Background: an optimization exercise with open tools, aiming at small area, a short achievable clock period and few clock cycles per item. Do not read the settings as production practice.
In this exercise RTL edits were held to simulation tests only and were not proved equivalent to the original.

File: flow/design.v
`default_nettype none
package rsnh_pkg;
    localparam int FRAC_BITS  = 14;
    localparam int COORD_W    = 16;
    localparam int RADIUS_W   = 15;
    localparam int COLOR_W    = 8;
    localparam int SLOT_W     = 3;
    localparam int PIX_X_W    = 10;
    localparam int PIX_Y_W    = 9;
    localparam int INDEX_W    = 3;
    localparam int HIT_DIST_W = 16;
    localparam int GEOM_W = 3 * COORD_W + RADIUS_W;
    localparam int RGB_W  = 3 * COLOR_W;
    localparam int IN_WORD_W  = 1 + SLOT_W + 3 * COORD_W + RADIUS_W + 3 * COLOR_W + PIX_X_W + PIX_Y_W;
    localparam int OUT_WORD_W = 3 * COLOR_W + 1 + INDEX_W + HIT_DIST_W;
    localparam int CFG_INDEX_W = 2;
    localparam int CFG_DATA_W  = 16;
    localparam int ACTIVE_W    = 4;
    localparam logic [CFG_INDEX_W-1:0] CFG_EYE_X  = 2'd0;
    localparam logic [CFG_INDEX_W-1:0] CFG_EYE_Y  = 2'd1;
    localparam logic [CFG_INDEX_W-1:0] CFG_EYE_Z  = 2'd2;
    localparam logic [CFG_INDEX_W-1:0] CFG_ACTIVE = 2'd3;
    localparam logic signed [COORD_W-1:0] EYE_X_RST  = 16'sd8192;
    localparam logic signed [COORD_W-1:0] EYE_Y_RST  = 16'sd8192;
    localparam logic signed [COORD_W-1:0] EYE_Z_RST  = -16'sd16384;
    localparam logic [ACTIVE_W-1:0]       ACTIVE_RST = 4'd3;
endpackage
`default_nettype wire
`default_nettype none
module rsnh_sphere_mem #(
    parameter int DEPTH  = 8,
    parameter int ADDR_W = 3
) (
    input  logic                         clk,
    input  logic                         wr_en,
    input  logic [ADDR_W-1:0]            wr_addr,
    input  logic [rsnh_pkg::GEOM_W-1:0]  wr_geom,
    input  logic [rsnh_pkg::RGB_W-1:0]   wr_rgb,
    input  logic [ADDR_W-1:0]            geom_rd_addr,
    output logic [rsnh_pkg::GEOM_W-1:0]  geom_rd,
    input  logic [ADDR_W-1:0]            geom_rd_addr1,
    output logic [rsnh_pkg::GEOM_W-1:0]  geom_rd1,
    input  logic [ADDR_W-1:0]            rgb_rd_addr,
    output logic [rsnh_pkg::RGB_W-1:0]   rgb_rd
);
    logic [rsnh_pkg::GEOM_W-1:0] geom_mem [DEPTH];
    logic [rsnh_pkg::RGB_W-1:0]  rgb_mem  [DEPTH];
    always_ff @(posedge clk)
    begin
        if (wr_en)
        begin
            geom_mem[wr_addr] <= wr_geom;
            rgb_mem[wr_addr]  <= wr_rgb;
        end
    end
    assign geom_rd  = geom_mem[geom_rd_addr];
    assign geom_rd1 = geom_mem[geom_rd_addr1];
    assign rgb_rd  = rgb_mem[rgb_rd_addr];
endmodule
`default_nettype wire
`default_nettype none
module rsnh_test_lane (
    input  logic               clk,
    input  logic signed [15:0] eye_x,
    input  logic signed [15:0] eye_y,
    input  logic signed [15:0] eye_z,
    input  logic [62:0]        geom,
    input  logic [35:0]        c_in,
    input  logic signed [15:0] e1_dx,
    input  logic signed [15:0] e1_dy,
    input  logic signed [15:0] e1_dz,
    output logic [17:0]        root,
    output logic signed [19:0] h,
    output logic               neg
);
    localparam int NSQ = 5;
    logic signed [16:0] e1_ox, e1_oy, e1_oz;
    logic [35:0]        e1_c;
    always_ff @(posedge clk)
    begin
        e1_ox <= {eye_x[15], eye_x} - {geom[62], geom[62:47]};
        e1_oy <= {eye_y[15], eye_y} - {geom[46], geom[46:31]};
        e1_oz <= {eye_z[15], eye_z} - {geom[30], geom[30:15]};
        e1_c  <= c_in;
    end
    logic signed [34:0] e2_dot;
    logic signed [34:0] dot_w;
    logic [35:0]        e2_c;
    rsnh_dot3 u_dot (
        .a0(e1_dx), .a1(e1_dy), .a2(e1_dz),
        .b0(e1_ox), .b1(e1_oy), .b2(e1_oz),
        .y (dot_w)
    );
    always_ff @(posedge clk)
    begin
        e2_dot <= dot_w;
        e2_c   <= e1_c;
    end
    logic signed [19:0] e3_h;
    logic [35:0]        e3_c;
    logic signed [34:0] e2_dotr;
    assign e2_dotr = e2_dot + (e2_dot[34] ? 35'sd8191 : 35'sd8192);
    always_ff @(posedge clk)
    begin
        e3_h <= e2_dotr[33:14];
        e3_c <= e2_c;
    end
    logic signed [38:0] e4_disc;
    logic signed [19:0] e4_h;
    logic [17:0]        h_mag;
    logic [19:0]        h_neg;
    logic [38:0]        disc_w;
    assign h_neg = 20'd0 - e3_h;
    assign h_mag = e3_h[19] ? h_neg[17:0] : e3_h[17:0];
    rsnh_sqacc #(.W(18), .AW(39)) u_hsq (
        .x(h_mag), .a(~{{3{e3_c[35]}}, e3_c}), .cin(1'b1), .y(disc_w)
    );
    always_ff @(posedge clk)
    begin
        e4_h    <= e3_h;
        e4_disc <= disc_w;
    end
    logic [NSQ-1:0]       sq_neg;
    logic [NSQ-1:0][19:0] sq_h;
    logic [NSQ-1:0][19:0] sq_r;
    logic [NSQ-1:0][17:0] sq_q;
    logic [NSQ-1:0][35:0] sq_v;
    for (genvar s = 0; s < NSQ; s++)
    begin : g_sq
        logic [19:0] r_in, r_out;
        logic [17:0] q_in, q_out;
        logic [35:0] v_in, v_out;
        logic        neg_in;
        logic [19:0] h_in;
        if (s == 0)
        begin : g_first
            assign r_in   = '0;
            assign q_in   = '0;
            assign v_in   = e4_disc[35:0];
            assign neg_in = e4_disc[38];
            assign h_in   = e4_h;
        end
        else
        begin : g_next
            assign r_in   = sq_r[s-1];
            assign q_in   = sq_q[s-1];
            assign v_in   = sq_v[s-1];
            assign neg_in = sq_neg[s-1];
            assign h_in   = sq_h[s-1];
        end
        rsnh_isqrt #(.RW(20), .QW(18), .VW(36), .NSTEP((s == 0) ? 5 : ((s == 1) ? 4 : 3)),
                     .J0((s == 0) ? 0 : ((s == 1) ? 5 : 9 + 3 * (s - 2))), .MASKED(1'b1)) u_sq (
            .r_in(r_in), .q_in(q_in), .v_in(v_in),
            .r_out(r_out), .q_out(q_out), .v_out(v_out)
        );
        always_ff @(posedge clk)
        begin
            sq_neg[s] <= neg_in;
            sq_h[s]   <= h_in;
            sq_r[s]   <= r_out;
            sq_q[s]   <= q_out;
            sq_v[s]   <= v_out;
        end
    end
    assign root = sq_q[NSQ-1];
    assign h    = sq_h[NSQ-1];
    assign neg  = sq_neg[NSQ-1];
endmodule
`default_nettype wire
`default_nettype none
module rsnh_divider #(
    parameter int DW    = 17,
    parameter int QW    = 16,
    parameter int NSTEP = 4
) (
    input  logic [DW-1:0]    den,
    input  logic [DW-1:0]    r_in,
    input  logic [QW-1:0]    q_in,
    input  logic [NSTEP-1:0] bits_in,
    output logic [DW-1:0]    r_out,
    output logic [QW-1:0]    q_out
);
    logic [DW-1:0] r;
    logic [QW-1:0] q;
    logic [DW:0]   rp;
    logic [DW+1:0] diff;
    always_comb
    begin
        r = r_in;
        q = q_in;
        rp = '0;
        diff = '0;
        for (int i = NSTEP - 1; i >= 0; i--)
        begin
            rp   = {r, bits_in[i]};
            diff = {1'b0, rp} - {2'b00, den};
            if (!diff[DW+1])
            begin
                r = diff[DW-1:0];
                q = {q[QW-2:0], 1'b1};
            end
            else
            begin
                r = rp[DW-1:0];
                q = {q[QW-2:0], 1'b0};
            end
        end
        r_out = r;
        q_out = q;
    end
endmodule
`default_nettype wire
`default_nettype none
module rsnh_square #(
    parameter int W = 18
) (
    input  logic [W-1:0]   x,
    output logic [2*W-1:0] y
);
    logic [2*W-1:0] s;
    always_comb
    begin
        s = '0;
        for (int i = 0; i < W; i++)
            s = s + ((x[i] ? ((({{W{1'b0}}, x} >> (i + 1)) << 2) | {{(2*W-1){1'b0}}, 1'b1})
                           : {(2*W){1'b0}}) << (2 * i));
        y = s;
    end
endmodule
module rsnh_dot3 (
    input  logic signed [15:0] a0, a1, a2,
    input  logic signed [16:0] b0, b1, b2,
    output logic signed [34:0] y
);
    logic [47:0] s;
    logic [15:0] a;
    logic [16:0] b;
    logic [2:0]  g;
    logic [17:0] m;
    logic        neg;
    always_comb
    begin
        s = '0;
        a = '0;
        b = '0;
        g = '0;
        m = '0;
        neg = 1'b0;
        for (int k = 0; k < 3; k++)
        begin
            a = (k == 0) ? a0 : ((k == 1) ? a1 : a2);
            b = (k == 0) ? b0 : ((k == 1) ? b1 : b2);
            for (int i = 0; i < 8; i++)
            begin
                g = {a[2*i+1], a[2*i], (i == 0) ? 1'b0 : a[2*i-1]};
                case (g)
                    3'b001, 3'b010: begin m = {b[16], b}; neg = 1'b0; end
                    3'b011:         begin m = {b, 1'b0};  neg = 1'b0; end
                    3'b100:         begin m = {b, 1'b0};  neg = 1'b1; end
                    3'b101, 3'b110: begin m = {b[16], b}; neg = 1'b1; end
                    default:        begin m = 18'd0;      neg = 1'b0; end
                endcase
                if (neg)
                    m = ~m;
                s = s + ({30'd0, ~m[17], m[16:0]} << (2 * i)) + ({47'd0, neg} << (2 * i));
            end
        end
        for (int k = 0; k < 3; k++)
            for (int i = 0; i < 8; i++)
                s = s - (48'd1 << (17 + 2 * i));
        y = s[34:0];
    end
endmodule
`default_nettype wire
`default_nettype none
module rsnh_sqacc #(
    parameter int W  = 18,
    parameter int AW = 39
) (
    input  logic [W-1:0]  x,
    input  logic [AW-1:0] a,
    input  logic          cin,
    output logic [AW-1:0] y
);
    logic [AW-1:0] s;
    always_comb
    begin
        s = a + {{(AW-1){1'b0}}, cin};
        for (int i = 0; i < W; i++)
            s = s + ((x[i] ? ((({{AW{1'b0}}, x} >> (i + 1)) << 2) | {{(AW-1){1'b0}}, 1'b1})
                           : {AW{1'b0}}) << (2 * i));
        y = s;
    end
endmodule
`default_nettype wire
`default_nettype none
module rsnh_isqrt #(
    parameter int RW     = 21,
    parameter int QW     = 18,
    parameter int VW     = 36,
    parameter int NSTEP  = 5,
    parameter int J0     = 0,
    parameter bit MASKED = 1'b1
) (
    input  logic [RW-1:0] r_in,
    input  logic [QW-1:0] q_in,
    input  logic [VW-1:0] v_in,
    output logic [RW-1:0] r_out,
    output logic [QW-1:0] q_out,
    output logic [VW-1:0] v_out
);
    logic [RW-1:0] r;
    logic [QW-1:0] q;
    logic [VW-1:0] v;
    logic [RW+1:0] rp;
    logic [RW+1:0] t;
    logic [RW+2:0] diff;
    always_comb
    begin
        r = r_in;
        q = q_in;
        v = v_in;
        rp = '0;
        t = '0;
        diff = '0;
        for (int i = 0; i < NSTEP; i++)
        begin
            rp   = {r, v[VW-1:VW-2]};
            v    = {v[VW-3:0], 2'b00};
            t    = '0;
            t[QW+1:0] = {q, 2'b01};
            diff = {1'b0, rp} - {1'b0, t};
            if (!diff[RW+2])
            begin
                r = diff[RW-1:0];
                q = {q[QW-2:0], 1'b1};
            end
            else
            begin
                r = rp[RW-1:0];
                q = {q[QW-2:0], 1'b0};
            end
            if (MASKED)
            begin
                for (int b = 0; b < RW; b++)
                    if (b >= J0 + i + 2) r[b] = 1'b0;
                for (int b = 0; b < QW; b++)
                    if (b >= J0 + i + 1) q[b] = 1'b0;
            end
        end
        r_out = r;
        q_out = q;
        v_out = v;
    end
endmodule
`default_nettype wire
`default_nettype none
module ray_sphere_nearest_hit_unit #(
    parameter int MAX_SPHERES  = 8,
    parameter int IMAGE_HEIGHT = 480
) (
    input  logic                                  clk,
    input  logic                                  rst_n,
    input  logic                                  in_valid,
    output logic                                  in_stall,
    input  logic [rsnh_pkg::IN_WORD_W-1:0]        in_word_bits,
    output logic                                  out_valid,
    input  logic                                  out_stall,
    output logic [rsnh_pkg::OUT_WORD_W-1:0]       out_word_bits,
    input  logic                                  cfg_we,
    input  logic [rsnh_pkg::CFG_INDEX_W-1:0]      cfg_index,
    input  logic [rsnh_pkg::CFG_DATA_W-1:0]       cfg_data
);
    localparam int FIFO_D = 4;
    localparam int CAP    = FIFO_D + 1;
    logic signed [15:0] eye_x, eye_y, eye_z;
    logic [3:0]         active;
    logic               eye_we;
    assign eye_we = cfg_we && (cfg_index != rsnh_pkg::CFG_ACTIVE);
    always_ff @(posedge clk or negedge rst_n)
    begin
        if (!rst_n)
        begin
            eye_x  <= rsnh_pkg::EYE_X_RST;
            eye_y  <= rsnh_pkg::EYE_Y_RST;
            eye_z  <= rsnh_pkg::EYE_Z_RST;
            active <= rsnh_pkg::ACTIVE_RST;
        end
        else if (cfg_we)
        begin
            case (cfg_index)
                rsnh_pkg::CFG_EYE_X: eye_x  <= cfg_data;
                rsnh_pkg::CFG_EYE_Y: eye_y  <= cfg_data;
                rsnh_pkg::CFG_EYE_Z: eye_z  <= cfg_data;
                default:             active <= cfg_data[3:0];
            endcase
        end
    end
    logic [3:0] n_test;
    assign n_test = active[3] ? 4'd8 : {1'b0, active[2:0]};
    logic         s0_v;
    logic [109:0] s0_w;
    logic         s0_op;
    logic         s0_take;
    logic         wr_en;
    logic         idle_all;
    assign s0_op    = s0_w[109];
    assign in_stall = s0_v;
    logic         cj_busy;
    logic         pix_take;
    logic         s0_pix;
    assign wr_en    = s0_v && !s0_op && idle_all && !cj_busy;
    assign s0_take  = pix_take || wr_en;
    always_ff @(posedge clk or negedge rst_n)
    begin
        if (!rst_n)
            s0_v <= 1'b0;
        else if (!s0_v)
            s0_v <= in_valid;
        else if (s0_take)
            s0_v <= 1'b0;
    end
    always_ff @(posedge clk)
    begin
        if (!s0_v)
            s0_w <= in_word_bits;
    end
    logic [62:0] geom_rd;
    logic [23:0] rgb_rd;
    logic [2:0]  i_k;
    logic [2:0]  rgb_addr;
    logic [2:0]  cj_e;
    logic        c_we;
    logic [35:0] a_acc;
    logic [35:0] c_rd, c_rd1;
    logic [62:0] geom_rd1;
    logic [35:0] c_mem [8];
    always_ff @(posedge clk)
    begin
        if (c_we)
            c_mem[cj_e] <= a_acc;
    end
    assign c_rd  = c_mem[{i_k[1:0], 1'b0}];
    assign c_rd1 = c_mem[{i_k[1:0], 1'b1}];
    rsnh_sphere_mem #(.DEPTH(8), .ADDR_W(3)) u_mem (
        .clk          (clk),
        .wr_en        (wr_en),
        .wr_addr      (s0_w[108:106]),
        .wr_geom      (s0_w[105:43]),
        .wr_rgb       (s0_w[42:19]),
        .geom_rd_addr (cj_busy ? cj_e : {i_k[1:0], 1'b0}),
        .geom_rd      (geom_rd),
        .geom_rd_addr1({i_k[1:0], 1'b1}),
        .geom_rd1     (geom_rd1),
        .rgb_rd_addr  (rgb_addr),
        .rgb_rd       (rgb_rd)
    );
    logic [1:0] phase;
    logic       adv;
    logic       first;
    logic       rr_v, a_v, b1_v, b2_v, c1_v, c2_v, i_v;
    logic       i_last;
    logic       i_take_ok;
    logic [3:0] pcount;
    logic       busy_any;
    assign busy_any = rr_v || a_v || b1_v || b2_v || c1_v || c2_v;
    assign first    = (phase == 2'd2);
    assign adv      = first && !(c2_v && !i_take_ok) && (s0_pix || busy_any);
    assign s0_pix   = s0_v && s0_op && !cj_busy;
    assign pix_take = adv && s0_pix;
    always_ff @(posedge clk or negedge rst_n)
    begin
        if (!rst_n)
            phase <= 2'd2;
        else if (adv)
            phase <= 2'd0;
        else if (phase != 2'd2)
            phase <= phase + 2'd1;
    end
    always_ff @(posedge clk or negedge rst_n)
    begin
        if (!rst_n)
        begin
            rr_v  <= 1'b0;
            a_v  <= 1'b0;
            b1_v <= 1'b0;
            b2_v <= 1'b0;
            c1_v <= 1'b0;
            c2_v <= 1'b0;
        end
        else if (adv)
        begin
            rr_v  <= pix_take;
            a_v  <= rr_v;
            b1_v <= a_v;
            b2_v <= b1_v;
            c1_v <= b2_v;
            c2_v <= c1_v;
        end
    end
    logic [10:0] pa;
    logic [9:0]  pb;
    logic [11:0] pa7;
    logic [10:0] pb7;
    logic [15:0] px;
    logic [14:0] pyq;
    logic signed [17:0] rx, ry;
    logic signed [16:0] rz;
    logic [23:0] px_m;
    logic [22:0] py_m;
    logic [17:0] rx_neg, ry_neg;
    logic [16:0] rz_neg;
    always_comb
    begin
        pa   = {s0_w[18:9], 1'b1};
        pb   = {s0_w[8:0], 1'b1};
        pa7  = {1'b0, pa} + 12'd7;
        pb7  = {1'b0, pb} + 11'd7;
        px_m = {12'd0, pa7} * 24'd4370;
        px   = ({5'd0, pa} << 4) + {5'd0, pa} + {8'd0, px_m[23:16]};
        py_m = {12'd0, pb7} * 23'd4370;
        pyq  = ({5'd0, pb} << 4) + {5'd0, pb} + {8'd0, py_m[22:16]};
        rx   = $signed({2'b00, px}) - {{2{eye_x[15]}}, eye_x};
        ry   = 18'sd16384 - $signed({3'b000, pyq}) - {{2{eye_y[15]}}, eye_y};
        rz   = 17'sd0 - {eye_z[15], eye_z};
    end
    assign rx_neg = 18'd0 - rx;
    assign ry_neg = 18'd0 - ry;
    assign rz_neg = 17'd0 - rz;
    logic [16:0] r_rx;
    logic [15:0] r_ry, r_rz;
    logic [2:0]  r_s;
    always_ff @(posedge clk)
    begin
        if (adv)
        begin
            r_rx <= rx[17] ? rx_neg[16:0] : rx[16:0];
            r_ry <= ry[17] ? ry_neg[15:0] : ry[15:0];
            r_rz <= rz[16] ? rz_neg[15:0] : rz[15:0];
            r_s  <= {rx[17], ry[17], rz[16]};
        end
    end
    logic [7:0]  dirty;
    logic [2:0]  cj_step;
    logic [7:0]  cj_onehot;
    logic [16:0] j_ox, j_oy, j_oz;
    logic [16:0] j_ox_n, j_oy_n, j_oz_n;
    assign cj_busy   = (dirty != 8'd0);
    assign c_we      = cj_busy && (cj_step == 3'd5);
    assign cj_onehot = dirty & (8'd0 - dirty);
    always_comb
    begin
        cj_e = 3'd0;
        for (int e = 7; e >= 0; e--)
            if (dirty[e]) cj_e = e[2:0];
    end
    assign j_ox   = {eye_x[15], eye_x} - {geom_rd[62], geom_rd[62:47]};
    assign j_oy   = {eye_y[15], eye_y} - {geom_rd[46], geom_rd[46:31]};
    assign j_oz   = {eye_z[15], eye_z} - {geom_rd[30], geom_rd[30:15]};
    assign j_ox_n = 17'd0 - j_ox;
    assign j_oy_n = 17'd0 - j_oy;
    assign j_oz_n = 17'd0 - j_oz;
    always_ff @(posedge clk or negedge rst_n)
    begin
        if (!rst_n)
        begin
            dirty   <= 8'd0;
            cj_step <= 3'd0;
        end
        else if (eye_we)
        begin
            dirty   <= 8'hFF;
            cj_step <= 3'd0;
        end
        else if (wr_en)
        begin
            dirty   <= dirty | (8'd1 << s0_w[108:106]);
            cj_step <= 3'd0;
        end
        else if (cj_busy)
        begin
            if (cj_step == 3'd5)
            begin
                dirty   <= dirty & ~cj_onehot;
                cj_step <= 3'd0;
            end
            else
                cj_step <= cj_step + 3'd1;
        end
    end
    logic [16:0] a_rx;
    logic [15:0] a_ry, a_rz;
    logic [14:0] a_r;
    logic [2:0]  a_s;
    logic [16:0] a_sel;
    logic [35:0] a_sum;
    logic [35:0] a_base;
    logic        a_sub;
    always_comb
    begin
        if (cj_busy)
        begin
            case (cj_step)
                3'd1:    a_sel = a_rx;
                3'd2:    a_sel = {1'b0, a_ry};
                3'd3:    a_sel = {1'b0, a_rz};
                default: a_sel = {2'b00, a_r};
            endcase
        end
        else
        begin
            case (phase)
                2'd0:    a_sel = {1'b0, a_ry};
                2'd1:    a_sel = {1'b0, a_rz};
                default: a_sel = r_rx;
            endcase
        end
    end
    assign a_sub  = cj_busy && (cj_step == 3'd4);
    assign a_base = (cj_busy ? (cj_step == 3'd1) : first) ? 36'd0 : a_acc;
    rsnh_sqacc #(.W(17), .AW(36)) u_asq (
        .x(a_sel), .a(a_sub ? ~a_base : a_base), .cin(1'b0), .y(a_sum)
    );
    always_ff @(posedge clk)
    begin
        if (cj_busy)
        begin
            if (cj_step == 3'd0)
            begin
                a_rx <= j_ox[16] ? j_ox_n : j_ox;
                a_ry <= j_oy[16] ? j_oy_n[15:0] : j_oy[15:0];
                a_rz <= j_oz[16] ? j_oz_n[15:0] : j_oz[15:0];
                a_r  <= geom_rd[14:0];
            end
            else if (cj_step != 3'd5)
                a_acc <= a_sub ? ~a_sum : a_sum;
        end
        else if (adv)
        begin
            a_rx  <= r_rx;
            a_ry  <= r_ry;
            a_rz  <= r_rz;
            a_s   <= r_s;
            a_acc <= a_sum;
        end
        else if (phase != 2'd2)
            a_acc <= a_sum;
    end
    logic [19:0] b1_r, b1l_r, b1i_r, b2_r, b2i_r;
    logic [17:0] b1_q, b1l_q, b1i_q, b2_q, b2i_q;
    logic [35:0] b1_vv, b1l_v, b1i_v, b2_vv, b2i_v;
    logic [16:0] b1_rx, b2_rx;
    logic [15:0] b1_ry, b1_rz, b2_ry, b2_rz;
    logic [2:0]  b1_s, b2_s;
    rsnh_isqrt #(.RW(20), .QW(18), .VW(36), .NSTEP(3), .J0(0), .MASKED(1'b1)) u_b1l (
        .r_in ('0), .q_in ('0), .v_in ({3'd0, a_acc[32:0]}),
        .r_out(b1l_r), .q_out(b1l_q), .v_out(b1l_v)
    );
    rsnh_isqrt #(.RW(20), .QW(18), .VW(36), .NSTEP(3), .J0(0), .MASKED(1'b0)) u_b1i (
        .r_in (b1_r), .q_in (b1_q), .v_in (b1_vv),
        .r_out(b1i_r), .q_out(b1i_q), .v_out(b1i_v)
    );
    rsnh_isqrt #(.RW(20), .QW(18), .VW(36), .NSTEP(3), .J0(0), .MASKED(1'b0)) u_b2i (
        .r_in (first ? b1_r : b2_r), .q_in (first ? b1_q : b2_q), .v_in (first ? b1_vv : b2_vv),
        .r_out(b2i_r), .q_out(b2i_q), .v_out(b2i_v)
    );
    always_ff @(posedge clk)
    begin
        if (adv)
        begin
            b1_r  <= b1l_r;
            b1_q  <= b1l_q;
            b1_vv <= b1l_v;
            b1_rx <= a_rx;
            b1_ry <= a_ry;
            b1_rz <= a_rz;
            b1_s  <= a_s;
            b2_rx <= b1_rx;
            b2_ry <= b1_ry;
            b2_rz <= b1_rz;
            b2_s  <= b1_s;
        end
        else if (!first)
        begin
            b1_r  <= b1i_r;
            b1_q  <= b1i_q;
            b1_vv <= b1i_v;
        end
        if (adv || !first)
        begin
            b2_r  <= b2i_r;
            b2_q  <= b2i_q;
            b2_vv <= b2i_v;
        end
    end
    logic [16:0]      c1_len, c2_len;
    logic             c1_zero, c2_zero;
    logic [2:0]       c1_s, c2_s;
    logic [2:0]       c1_low;
    logic [2:0][16:0] c1_rem, c2_rem, c1i_r, c2i_r;
    logic [2:0][17:0] c1_quo, c2_quo, c1i_q, c2i_q;
    logic [2:0][16:0] c_mag_in;
    assign c_mag_in[0] = b2_rx;
    assign c_mag_in[1] = {1'b0, b2_ry};
    assign c_mag_in[2] = {1'b0, b2_rz};
    for (genvar g = 0; g < 3; g++)
    begin : g_div
        rsnh_divider #(.DW(17), .QW(18), .NSTEP(3)) u_c1 (
            .den    (first ? b2_q[16:0] : c1_len),
            .r_in   (first ? (c_mag_in[g] >> 4) : c1_rem[g]),
            .q_in   (first ? 18'd0 : c1_quo[g]),
            .bits_in(first ? c_mag_in[g][3:1] : ((phase == 2'd0) ? {c1_low[g], 2'b00} : 3'b000)),
            .r_out  (c1i_r[g]),
            .q_out  (c1i_q[g])
        );
        rsnh_divider #(.DW(17), .QW(18), .NSTEP(3)) u_c2 (
            .den    (first ? c1_len : c2_len),
            .r_in   (first ? c1_rem[g] : c2_rem[g]),
            .q_in   (first ? c1_quo[g] : c2_quo[g]),
            .bits_in(3'b000),
            .r_out  (c2i_r[g]),
            .q_out  (c2i_q[g])
        );
        always_ff @(posedge clk)
        begin
            if (adv || !first)
            begin
                c1_rem[g] <= c1i_r[g];
                c1_quo[g] <= c1i_q[g];
                c2_rem[g] <= c2i_r[g];
                c2_quo[g] <= c2i_q[g];
            end
            if (adv)
                c1_low[g] <= c_mag_in[g][0];
        end
    end
    always_ff @(posedge clk)
    begin
        if (adv)
        begin
            c1_len  <= b2_q[16:0];
            c1_zero <= (b2_q[16:0] == 17'd0);
            c1_s    <= b2_s;
            c2_len  <= c1_len;
            c2_zero <= c1_zero;
            c2_s    <= c1_s;
        end
    end
    logic [2:0][15:0] c_d;
    for (genvar g = 0; g < 3; g++)
    begin : g_round
        logic [15:0] mag;
        assign mag    = c2_quo[g][15:0] + {15'd0, ({c2_rem[g], 1'b0} >= {1'b0, c2_len})};
        assign c_d[g] = c2_zero ? 16'd0 : (c2_s[2-g] ? (16'd0 - mag) : mag);
    end
    logic signed [15:0] i_dx, i_dy, i_dz;
    logic               i_shade;
    logic               i_null;
    logic [3:0]         n_pair;
    logic               i_v1;
    assign n_pair    = (n_test + 4'd1) >> 1;
    assign i_null    = (n_test == 4'd0);
    assign i_last    = i_null || ({2'b00, i_k[1:0]} == n_pair - 4'd1);
    assign i_v1      = ({i_k[1:0], 1'b1} < n_test[2:0]) || n_test[3];
    assign i_take_ok = (!i_v || i_last) && (pcount < CAP[3:0]);
    logic i_load;
    assign i_load = adv && c2_v;
    always_ff @(posedge clk or negedge rst_n)
    begin
        if (!rst_n)
        begin
            i_v <= 1'b0;
            i_k <= 3'd0;
        end
        else if (i_load)
        begin
            i_v <= 1'b1;
            i_k <= 3'd0;
        end
        else if (i_v)
        begin
            if (i_last)
                i_v <= 1'b0;
            i_k <= {1'b0, i_k[1:0] + 2'd1};
        end
    end
    always_ff @(posedge clk)
    begin
        if (i_load)
        begin
            i_dx    <= c_d[0];
            i_dy    <= c_d[1];
            i_dz    <= c_d[2];
            i_shade <= c2_s[1];
        end
    end
    localparam int NT = 9;
    logic [NT-1:0][6:0]  tp;
    logic [6:0]          tag_in;
    logic signed [15:0]  e1_dx, e1_dy, e1_dz;
    logic [1:0][17:0]    l_root;
    logic [1:0][19:0]    l_h;
    logic [1:0]          l_neg;
    assign tag_in = {i_v, i_last, i_null, i_shade, i_k[1:0], i_v1};
    always_ff @(posedge clk or negedge rst_n)
    begin
        if (!rst_n)
            tp <= '0;
        else
            tp <= {tp[NT-2:0], tag_in};
    end
    always_ff @(posedge clk)
    begin
        e1_dx <= i_dx;
        e1_dy <= i_dy;
        e1_dz <= i_dz;
    end
    rsnh_test_lane u_t0 (
        .clk(clk), .eye_x(eye_x), .eye_y(eye_y), .eye_z(eye_z),
        .geom(geom_rd), .c_in(c_rd),
        .e1_dx(e1_dx), .e1_dy(e1_dy), .e1_dz(e1_dz),
        .root(l_root[0]), .h(l_h[0]), .neg(l_neg[0])
    );
    rsnh_test_lane u_t1 (
        .clk(clk), .eye_x(eye_x), .eye_y(eye_y), .eye_z(eye_z),
        .geom(geom_rd1), .c_in(c_rd1),
        .e1_dx(e1_dx), .e1_dy(e1_dy), .e1_dz(e1_dz),
        .root(l_root[1]), .h(l_h[1]), .neg(l_neg[1])
    );
    logic               fv, flast, fnul, fshade, fv1;
    logic [1:0]         fj;
    logic [1:0][20:0]   t_near, t_far, t_sel;
    logic [1:0]         l_hit;
    logic               pick1;
    assign {fv, flast, fnul, fshade, fj, fv1} = tp[NT-1];
    for (genvar l = 0; l < 2; l++)
    begin : g_t
        assign t_near[l] = 21'd0 - {l_h[l][19], l_h[l]} - {3'b000, l_root[l]};
        assign t_far[l]  = 21'd0 - {l_h[l][19], l_h[l]} + {3'b000, l_root[l]};
        assign t_sel[l]  = t_near[l][20] ? t_far[l] : t_near[l];
    end
    assign l_hit[0] = !fnul && !l_neg[0] && !t_sel[0][20];
    assign l_hit[1] = fv1 && !l_neg[1] && !t_sel[1][20];
    assign pick1    = l_hit[1] && (!l_hit[0] || (t_sel[1][19:0] < t_sel[0][19:0]));
    logic        p_v, p_last, p_shade, p_hit;
    logic [19:0] p_t;
    logic [2:0]  p_k;
    always_ff @(posedge clk or negedge rst_n)
    begin
        if (!rst_n)
        begin
            p_v    <= 1'b0;
            p_last <= 1'b0;
        end
        else
        begin
            p_v    <= fv;
            p_last <= flast;
        end
    end
    always_ff @(posedge clk)
    begin
        p_shade <= fshade;
        p_hit   <= l_hit[0] || l_hit[1];
        p_t     <= pick1 ? t_sel[1][19:0] : t_sel[0][19:0];
        p_k     <= {fj, pick1};
    end
    logic        f_found;
    logic [19:0] f_t;
    logic [2:0]  f_k;
    logic        r_v;
    logic        r_shade;
    always_ff @(posedge clk or negedge rst_n)
    begin
        if (!rst_n)
            r_v <= 1'b0;
        else
            r_v <= p_v && p_last;
    end
    always_ff @(posedge clk)
    begin
        if (p_v)
        begin
            if (p_k[2:1] == 2'd0)
            begin
                f_found <= p_hit;
                f_t     <= p_t;
                f_k     <= p_k;
            end
            else if (p_hit && (!f_found || p_t < f_t))
            begin
                f_found <= 1'b1;
                f_t     <= p_t;
                f_k     <= p_k;
            end
            r_shade <= p_shade;
        end
    end
    typedef struct packed {
        logic        found;
        logic [2:0]  k;
        logic [15:0] dst;
        logic        shade;
    } res_t;
    logic [20:0] fifo [FIFO_D];
    logic [1:0] wp, rp;
    logic [2:0] fcount;
    res_t       push_w, head;
    logic       pop;
    logic       taken;
    assign push_w.found = f_found;
    assign push_w.k     = f_k;
    assign push_w.dst  = (f_t[19:16] != 4'd0) ? 16'hFFFF : f_t[15:0];
    assign push_w.shade = r_shade;
    assign head     = fifo[rp];
    assign rgb_addr = head.k;
    logic               out_v;
    logic [43:0]        out_w;
    assign taken = out_v && !out_stall;
    assign pop   = (fcount != 3'd0) && (!out_v || !out_stall);
    always_ff @(posedge clk)
    begin
        if (r_v)
            fifo[wp] <= push_w;
    end
    always_ff @(posedge clk or negedge rst_n)
    begin
        if (!rst_n)
        begin
            wp     <= '0;
            rp     <= '0;
            fcount <= '0;
            out_v  <= 1'b0;
            pcount <= '0;
        end
        else
        begin
            if (r_v)
                wp <= wp + 2'd1;
            if (pop)
                rp <= rp + 2'd1;
            fcount <= fcount + {2'd0, r_v} - {2'd0, pop};
            if (pop)
                out_v <= 1'b1;
            else if (taken)
                out_v <= 1'b0;
            pcount <= pcount + {3'd0, i_load} - {3'd0, taken};
        end
    end
    always_ff @(posedge clk)
    begin
        if (pop)
        begin
            if (head.found)
                out_w <= {rgb_rd, 1'b1, head.k, head.dst};
            else
                out_w <= {{24{head.shade}}, 1'b0, 3'd0, 16'd0};
        end
    end
    assign out_valid     = out_v;
    assign out_word_bits = out_w;
    assign idle_all = !busy_any && (pcount == 4'd0);
endmodule
`default_nettype wire
File: flow/run.sh
#!/bin/bash
# synth_recipe.tcl (not shown) runs the flow's synth.tcl, then flattens the netlist and writes it again
# the make line also repeats each setting of config.mk as NAME=value (left out here)
make -C /OpenROAD-flow-scripts/flow DESIGN_CONFIG=/design/flow/config.mk WORK_HOME=/design/flow/orfs CLKGATE_MAP_FILE= SYNTH_SCRIPT=/design/flow/synth_recipe.tcl finish
File: flow/config.mk
export PLATFORM = sky130hd
export DESIGN_NAME = ray_sphere_nearest_hit_unit
export DESIGN_NICKNAME = ray_sphere_nearest_hit_unit
export VERILOG_FILES = /design/flow/design.v
export SDC_FILE = /design/flow/constraint.sdc
export NUM_CORES = 4
export LEC_CHECK = 0
export CAP_MARGIN = 20
export CORE_MARGIN = 2
export CORE_UTILIZATION = 55
export SETUP_SLACK_MARGIN = 2.0
export SLEW_MARGIN = 20
File: flow/constraint.sdc
create_clock -name core_clock -period 11.0 [get_ports {clk}]
set_input_delay 2.2000 -clock core_clock [delete_from_list [all_inputs] [get_ports {clk}]]
set_output_delay 2.2000 -clock core_clock [all_outputs]
set_load 0.01 [all_outputs]
==> summary.json, run 1 <==
{
  "outcome": {
    "result_of_the_run": "finished clean"
  },
  "grt": {
    "routing_usage_on_met2_pct": 51.7,
    "antenna_violations_before_repair": 27,
    "grt_start_max_net_pins": 113,
    "grt_first_pass_wirelength_um": 995000,
    "globalRouteTotalUtil_pct": 32.2,
    "first_global_vias": 155904,
    "globalRouteMet3Util_pct": 5.14,
    "grt_busiest_layer": "met2",
    "grt_util_met1_pct": 43.5,
    "globalRouteOverflowTotal": 0
  },
  "critical_path": {
    "worst_r2r_endpoint": "c1_rem[32]",
    "crit_path_top_delay_cell": "sky130_fd_sc_hd__dfstp_2",
    "timing.critical_path.max_delay_family": "compound AO/OA/AOI/OAI gates",
    "critPathArrivalTime_ns": 10.05,
    "worstSetupStartpoint": "phase[1]",
    "cp-endpoint": "c1_rem[32]",
    "critical-path-top-cell-by-count": "sky130_fd_sc_hd__o21ai_2",
    "worst-r2r-cell-count": 49,
    "critPathMaxStageDelay_ns": 0.55,
    "rr_startpoint": "phase[1]",
    "rrSetupSlack_ns": 1.68,
    "setup.worst_path.end_class": "flip-flop",
    "cp_num_cells": 49,
    "cp-start-kind": "flip-flop",
    "worst-path-buf-inv": 6,
    "worst-setup-path-type": "reg -> reg",
    "cp_data_required_time_ns": 11.73,
    "timing.critical_path.fanout_max": 6
  },
  "logic_synthesis": {
    "post_synth_instance_area_mm2": 0.223,
    "synth_async_sr_flop_share_pct": 4.74,
    "synth_seq_cells": 3229,
    "synth-edff-count": 1888,
    "synth_fp_nets": 24139,
    "cell_with_the_most_instances_after_synthesis": "sky130_fd_sc_hd__edfxtp_1",
    "post_synth_inst_count": 20968,
    "yosysWarningCount": 14,
    "yosysTopAreaCellShare_pct": 25.5,
    "synthesis.area_per_instance_um2": 10.6,
    "cell_taking_the_most_area_after_synthesis": "sky130_fd_sc_hd__edfxtp_1",
    "fraction_of_the_yosys_area_taken_by_sequential_cells_pct": 37.9,
    "netlist_top_cells_area": "sky130_fd_sc_hd__edfxtp_1 (25%), sky130_fd_sc_hd__fa_1 (11%), sky130_fd_sc_hd__dfxtp_1 (11%)",
    "synth.lib_cells_used.distinct": 107,
    "ys_top_cells_by_count": "sky130_fd_sc_hd__edfxtp_1 (1,888), sky130_fd_sc_hd__inv_1 (1,885), sky130_fd_sc_hd__ha_1 (1,847), sky130_fd_sc_hd__nor2_1 (1,533), sky130_fd_sc_hd__nand2_1 (1,411)",
    "flip_flop_cell_with_the_highest_count_after_synthesis": "sky130_fd_sc_hd__edfxtp_1"
  },
  "cells_and_area": {
    "post-route-util_pct": 62.0,
    "area_delta_synth_final_pct": 12.3,
    "design_area_mm2": 0.250,
    "layout-drive-gt1-share_pct": 12.7,
    "final_nets": 24468
  },
  "clocking": {
    "number_of_sinks_driven_by_the_clock_tree": 3229,
    "cts_tree": "yes",
    "insertion_delay_ns": 0.98,
    "clk_transition_reported_paths_ns": 0.06,
    "cts-htree-levels": 5,
    "ctsLongestPathBuffers": 4,
    "cts-buffers-inserted": 343,
    "cts_root_buf": "sky130_fd_sc_hd__clkbuf_16"
  },
  "floorplan": {
    "die_width_um": 640,
    "boundaryPins": 179,
    "core_region_area_mm2": 0.403,
    "initial_core_utilization_pct": 55.2,
    "die_h_um": 640,
    "die_outline_area_mm2": 0.410,
    "std_cell_rows": 233
  },
  "timing": {
    "setup_viol": 0,
    "setup_ws_ns": 1.68,
    "final.setup_skew_ns": 0.0765,
    "finalHoldViolations": 0,
    "slew_headroom_pct": 13.5,
    "setup-tns-final_ns": 0,
    "rsz0062_at_grt": "true",
    "final-max-slew-violation-count": 0,
    "shortest_clock_period_the_worst_path_allows_after_layout_ns": 9.32,
    "achievable-frequency_ghz": 0.107,
    "post-route-period-util_pct": 84.7,
    "tightest_pin_transition_ns": 1.26
  },
  "route": {
    "drt.antenna.violating_nets": 0,
    "drt-total-wl_um": 675000,
    "drt-initial-drc-count": 14839,
    "post_drt_wl_per_cell_um": 25.0,
    "route.vias.total": 160697,
    "via_per_inst": 5.95,
    "detail_route.drc_violations": 0,
    "first_pass_iters": 10
  },
  "place": {
    "placement.cell_area_mm2": 0.232,
    "placement.io_buffers": 178,
    "place_hpwl_um": 505000,
    "gpl.final_weighted_congestion": 0.961,
    "place_ws_ns": 0.527
  },
  "flow_run": {
    "drv.max_cap_violation_count": 0
  },
  "hold_path": {
    "hold_path.class": "reg -> reg"
  }
}
## registers in the layout, indices dropped and copies added, names as in the netlist, 63 cells and up
name and flops:
u_mem.geom_mem 504, s0_w 110, fifo 84, u_t0.sq_h 100
u_t1.sq_h 100, c_mem 288, tp 63, u_mem.rgb_mem 192
## layout by cell type, fill, tap and decap left out, drive strengths merged, types with 123 or more instances in the layout
master,synthesis,final
xnor2,884,884
nand2,1411,1416
inv,1892,1913
mux4,314,314
buf,210,808
nor3,313,313
nor2,1534,1534
a21oi,935,935
nand3,258,258
o21a,189,189
xor2,1082,1082
dfrtp,146,146
clkdlybuf4s50,0,177
edfxtp,1888,1888
clkbuf,809,459
nor2b,225,225
mux2i,243,243
o21ai,1105,1105
and3,123,123
fa,1191,1191
nand2b,185,185
a21o,309,309
a221oi,321,321
a22oi,381,381
dfxtp,1188,1188
ha,1847,1847
mux2,444,444
## timing repair
action,4_1_cts,5_1_grt
resized for setup,221,310
gates cloned,16,10
setup endpoints to repair,195,253
hold endpoints to repair,0,0
setup buffers,184,160
hold buffers,0,0
pin swaps,105,141
## cell families after synthesis
logic type / after synthesis / share of synthesized area [%]
DFF: 3229 / 37.9
AOI/OAI and AO/OA: 4237 / 12.5
buffers and inverters: 2931 / 4.96
adders and majority gates: 3038 / 21.1
and+or+nand+nor: 4565 / 9.33
xor gates and xnor gates: 1967 / 7.75
muxes: 1001 / 6.52
## per-stage QoR
step	std cells	hold WS (ns)
after floorplan	20968	0.310
after global placement	25983	0.310
after detailed placement	25985	0.312
after CTS	26819	0.281
after global routing	26992	0.293
final	27003	0.282
## per-layer routing
layer / part of all wire [%] / up-vias / wire length [µm]
met5: 0.012 / - / 80
met3: 7.5 / 1239 / 50900
met1: 42 / 78934 / 281000
met2: 46 / 6108 / 309000
met4: 5.0 / 12 / 33900
li1: - / 74404 / -
## worst min path at each step
stage,from,slack [ns],end,cells after the start
after floorplan,u_t0.e1_c[0],0.31,u_t0.e2_c[0],0
after global placement,u_t1.sq_h[77],0.31,u_t1.sq_h[97],0
after detailed placement,u_t0.e2_c[7],0.31,u_t0.e3_c[7],0
after CTS,u_t1.sq_h[15],0.28,u_t1.sq_h[35],0
after global routing,u_t0.sq_h[51],0.29,u_t0.sq_h[71],0
final,u_t0.sq_h[51],0.28,u_t0.sq_h[71],0
## area by class of cell
class / instances / area, µm²
Timing Repair Buffer: 993 / 9030
Clock buffer: 453 / 9550
Antenna cell: 12 / 30.0
Multi-Input combinational cell: 14817 / 131000
Fill cell: 33101 / 153000
Clock inverter: 181 / 2270
Inverter: 1912 / 7270
Tap cell: 5405 / 6760
Sequential cell: 3229 / 84400
Timing Repair inverter: 1 / 8.76
Testbench counts, summed over its fixed seeds: cycles 16,565, pixels 4,096.
==> run 2, diff against run 1 <==
--- a/flow/design.v
+++ b/flow/design.v
@@ -65,7 +65,7 @@
     input  logic signed [15:0] eye_y,
     input  logic signed [15:0] eye_z,
     input  logic [62:0]        geom,
-    input  logic [35:0]        c_in,
+    input  logic [35:0]        c_e3,
     input  logic signed [15:0] e1_dx,
     input  logic signed [15:0] e1_dy,
     input  logic signed [15:0] e1_dz,
@@ -75,17 +75,14 @@
 );
     localparam int NSQ = 5;
     logic signed [16:0] e1_ox, e1_oy, e1_oz;
-    logic [35:0]        e1_c;
     always_ff @(posedge clk)
     begin
         e1_ox <= {eye_x[15], eye_x} - {geom[62], geom[62:47]};
         e1_oy <= {eye_y[15], eye_y} - {geom[46], geom[46:31]};
         e1_oz <= {eye_z[15], eye_z} - {geom[30], geom[30:15]};
-        e1_c  <= c_in;
     end
     logic signed [34:0] e2_dot;
     logic signed [34:0] dot_w;
-    logic [35:0]        e2_c;
     rsnh_dot3 u_dot (
         .a0(e1_dx), .a1(e1_dy), .a2(e1_dz),
         .b0(e1_ox), .b1(e1_oy), .b2(e1_oz),
@@ -94,16 +91,13 @@
     always_ff @(posedge clk)
     begin
         e2_dot <= dot_w;
-        e2_c   <= e1_c;
     end
     logic signed [19:0] e3_h;
-    logic [35:0]        e3_c;
     logic signed [34:0] e2_dotr;
     assign e2_dotr = e2_dot + (e2_dot[34] ? 35'sd8191 : 35'sd8192);
     always_ff @(posedge clk)
     begin
         e3_h <= e2_dotr[33:14];
-        e3_c <= e2_c;
     end
     logic signed [38:0] e4_disc;
     logic signed [19:0] e4_h;
@@ -113,7 +107,7 @@
     assign h_neg = 20'd0 - e3_h;
     assign h_mag = e3_h[19] ? h_neg[17:0] : e3_h[17:0];
     rsnh_sqacc #(.W(18), .AW(39)) u_hsq (
-        .x(h_mag), .a(~{{3{e3_c[35]}}, e3_c}), .cin(1'b1), .y(disc_w)
+        .x(h_mag), .a(~{{3{c_e3[35]}}, c_e3}), .cin(1'b1), .y(disc_w)
     );
     always_ff @(posedge clk)
     begin
@@ -432,7 +426,6 @@
     logic [2:0]  cj_e;
     logic        c_we;
     logic [35:0] a_acc;
-    logic [35:0] c_rd, c_rd1;
     logic [62:0] geom_rd1;
     logic [35:0] c_mem [8];
     always_ff @(posedge clk)
@@ -440,8 +433,6 @@
         if (c_we)
             c_mem[cj_e] <= a_acc;
     end
-    assign c_rd  = c_mem[{i_k[1:0], 1'b0}];
-    assign c_rd1 = c_mem[{i_k[1:0], 1'b1}];
     rsnh_sphere_mem #(.DEPTH(8), .ADDR_W(3)) u_mem (
         .clk          (clk),
         .wr_en        (wr_en),
@@ -817,13 +808,13 @@
     end
     rsnh_test_lane u_t0 (
         .clk(clk), .eye_x(eye_x), .eye_y(eye_y), .eye_z(eye_z),
-        .geom(geom_rd), .c_in(c_rd),
+        .geom(geom_rd), .c_e3(c_mem[{tp[2][2:1], 1'b0}]),
         .e1_dx(e1_dx), .e1_dy(e1_dy), .e1_dz(e1_dz),
         .root(l_root[0]), .h(l_h[0]), .neg(l_neg[0])
     );
     rsnh_test_lane u_t1 (
         .clk(clk), .eye_x(eye_x), .eye_y(eye_y), .eye_z(eye_z),
-        .geom(geom_rd1), .c_in(c_rd1),
+        .geom(geom_rd1), .c_e3(c_mem[{tp[2][2:1], 1'b1}]),
         .e1_dx(e1_dx), .e1_dy(e1_dy), .e1_dz(e1_dz),
         .root(l_root[1]), .h(l_h[1]), .neg(l_neg[1])
     );
==> run 2 against run 1 <==
Critical endpoint is now c1_rem[39]. Global-route usage increased by 0.87 points. Still clean. Synthesized area decreased by 2.1%.
==> summary.json, run 2 <==
{
  "clocking": {
    "number_of_sinks_driven_by_the_clock_tree": 3013,
    "cts-buffers-inserted": 323,
    "cts-htree-levels": 5,
    "ctsLongestPathBuffers": 4,
    "cts_root_buf": "sky130_fd_sc_hd__clkbuf_16",
    "cts_tree": "yes",
    "clk_transition_reported_paths_ns": 0.06,
    "insertion_delay_ns": 0.98,
    "holdBufCountCts": 0
  },
  "timing": {
    "finalHoldViolations": 0,
    "tightest_pin_transition_ns": 1.21,
    "final.setup_skew_ns": 0.0895,
    "slew_headroom_pct": 19.4,
    "setup_ws_ns": 0.717,
    "post-route-period-util_pct": 93.5,
    "rsz0062_at_grt": "true",
    "setup_viol": 0,
    "final-max-slew-violation-count": 0,
    "setup-tns-final_ns": 0,
    "shortest_clock_period_the_worst_path_allows_after_layout_ns": 10.28,
    "achievable-frequency_ghz": 0.0973
  },
  "cells_and_area": {
    "final_nets": 24317,
    "layout_top_registers": "u_mem.geom_mem (504), c_mem (288), u_mem.rgb_mem (192)",
    "fin_cells": 26674,
    "post-route-util_pct": 62.3,
    "layout_common_cells": "sky130_fd_sc_hd__edfxtp_1 (1,888), sky130_fd_sc_hd__inv_1 (1,806), sky130_fd_sc_hd__ha_1 (1,770)",
    "layout-drive-gt1-share_pct": 14.0,
    "area_delta_synth_final_pct": 12.9,
    "final.fill_count": 32323,
    "largest_register_ffs": 504,
    "layout_commonest_cell": "sky130_fd_sc_hd__edfxtp_1",
    "largest-register": "u_mem.geom_mem"
  },
  "route": {
    "detail_route.drc_violations": 0,
    "first_pass_iters": 10,
    "route.vias.total": 160429,
    "drt-total-wl_um": 679000,
    "post_drt_wl_per_cell_um": 25.4,
    "drt-initial-drc-count": 15062,
    "via_per_inst": 6.01,
    "drt.antenna.violating_nets": 0
  },
  "place": {
    "place_ws_ns": 0.0538,
    "place_hpwl_um": 507000,
    "place.detailed.instances": 25616,
    "placement.io_buffers": 178,
    "gpl.final_weighted_congestion": 1.00
  },
  "logic_synthesis": {
    "yosysWarningCount": 14,
    "cell_with_the_most_instances_after_synthesis": "sky130_fd_sc_hd__edfxtp_1",
    "synth_async_sr_flop_share_pct": 5.08,
    "post_synth_instance_area_mm2": 0.218,
    "post_synth_inst_count": 20689,
    "yosysTopAreaCellShare_pct": 26.0,
    "synth-edff-count": 1888,
    "fraction_of_the_yosys_area_taken_by_sequential_cells_pct": 36.7,
    "ys_top_cells_by_count": "sky130_fd_sc_hd__edfxtp_1 (1,888), sky130_fd_sc_hd__ha_1 (1,843), sky130_fd_sc_hd__inv_1 (1,826), sky130_fd_sc_hd__nor2_1 (1,571), sky130_fd_sc_hd__nand2_1 (1,439)",
    "synth_seq_cells": 3013,
    "cell_taking_the_most_area_after_synthesis": "sky130_fd_sc_hd__edfxtp_1",
    "netlist_top_cells_area": "sky130_fd_sc_hd__edfxtp_1 (26%), sky130_fd_sc_hd__fa_1 (11%), sky130_fd_sc_hd__ha_1 (11%)",
    "synthesis.area_per_instance_um2": 10.5,
    "flip_flop_cell_with_the_highest_count_after_synthesis": "sky130_fd_sc_hd__edfxtp_1",
    "synth_fp_nets": 23852,
    "synth.lib_cells_used.distinct": 105
  },
  "critical_path": {
    "worst-r2r-cell-count": 53,
    "rr_startpoint": "phase[1]",
    "crit_path_top_delay_cell": "sky130_fd_sc_hd__dfstp_2",
    "timing.critical_path.fanout_max": 8,
    "setup.worst_path.end_class": "flip-flop",
    "rrSetupSlack_ns": 0.72,
    "worst-setup-path-type": "reg -> reg",
    "cp-start-kind": "flip-flop",
    "critical-path-top-cell-by-count": "sky130_fd_sc_hd__o21ai_2",
    "critPathMaxStageDelay_ns": 0.56,
    "cp_data_required_time_ns": 11.71,
    "critPathArrivalTime_ns": 10.99,
    "worst_r2r_endpoint": "c1_rem[39]"
  },
  "flow_run": {
    "drv.max_cap_violation_count": 0
  },
  "hold_path": {
    "hold_path.class": "reg -> reg",
    "min-delay-start": "u_t0.sq_v[20]",
    "worst_hold_path.num_cells": 0,
    "min_delay_endpoint": "u_t0.sq_v[64]"
  },
  "floorplan": {
    "initial_core_utilization_pct": 55.1,
    "core_region_area_mm2": 0.395,
    "std_cell_rows": 231,
    "die_h_um": 633,
    "boundaryPins": 179,
    "die_width_um": 633,
    "die_outline_area_mm2": 0.401
  },
  "outcome": {
    "result_of_the_run": "finished clean"
  },
  "grt": {
    "antenna_violations_before_repair": 33,
    "globalRouteOverflowTotal": 0,
    "first_global_vias": 155940,
    "grt_first_pass_wirelength_um": 997000,
    "globalRouteTotalUtil_pct": 33.1,
    "grt_start_max_net_pins": 95
  }
}
run 2: worst max-delay path: cells and delay by family, from the launching register on:
family                   cells  cell delay (ns)
adder cells (fa/ha/maj)      4             1.12
AND/OR/NAND/NOR             11             1.52
flip-flops                   1             0.56
AO/OA/AOI/OAI               24             4.61
multiplexers                 4             0.99
buffers and inverters       10             1.17
run 2: per-layer routing:
layer	share of wire, %	routed length [µm]	track usage (%)	vias to the layer above
li1	-	-	-	73780
met1	41	278000	44.1	78713
met2	46	309000	52.8	6427
met3	8.2	55500	5.88	1499
met4	5.3	36200	14.9	10
met5	0.0084	57	0	-
run 2: per-stage QoR:
| stage | hold slack (ns) | cell area, µm² |
|---|---|---|
| floorplan | 0.310 | 219000 |
| global placement | 0.310 | 228000 |
| detailed placement | 0.312 | 228000 |
| CTS | 0.285 | 242000 |
| global route | 0.291 | 246000 |
| finish | 0.283 | 246000 |
run 2: cells by family after synthesis:
kind of cell / synth area share (%)
buffers and inverters: 4.97
xor gates and xnor gates: 7.74
adders and majority gates: 21.5
and+or+nand+nor: 9.56
DFF: 36.7
muxes: 6.92
AOI/OAI and AO/OA: 12.6
run 2: timing repair:
action	CTS	global route
gates cloned	12	8
endpoints found under the setup margin	179	233
pin swaps	119	200
gates resized for setup	256	500
buffers inserted	224	208
run 2: final cells by class:
class                   count  area (µm²)  share of cell area, %
repair inverters            3        21.3                0.00865
clock buffers             412        8900                   3.62
well taps                5242        6560                   2.67
diodes                     12        30.0                 0.0122
inverters                1848        7000                   2.84
repair buffers           1153       10300                   4.20
clock inverters           179        2120                  0.862
multi-input cells       14812      131000                   53.2
flip-flops and latches   3013       80100                   32.6
run 2: worst max path at each step:
stage,start,to,cells after the start
final,phase[1],c1_rem[39],53
after global routing,phase[1],c1_rem[46],53
after CTS,phase[1],c2_rem[9],46
after detailed placement,phase[1],c2_rem[38],39
after global placement,phase[1],c1_rem[35],44
after floorplan,phase[1],c2_rem[11],56
Testbench counts of run 2, summed over its fixed seeds: cycles 16,565, pixels 4,096.

static timing again, ports no longer ideal:
No port has a modelled driver above. Below, the same layouts with a new extraction and two added sets of constraints.
Step 1 assumes that a clkbuf_16 drives the clock port and a buf_2 every other input.
Step 2 also shifts input and output timing later by t, the mid clock arrival at the registers, as if the neighbouring blocks saw the same clock.
Slacks: ideal / step 1 / step 2; pairs: ideal / step 1.
run	t (ns)	setup WS [ns]	latest minus earliest clock arrival (ns)	worst register clock-pin slew, ns
run 1	1.056	1.678 / 1.678 / 1.678	0.089 / 0.089	0.07 / 0.07
run 2	1.048	0.717 / 0.717 / 0.717	0.092 / 0.092	0.07 / 0.07
After both steps setup and hold are still met in every run listed.
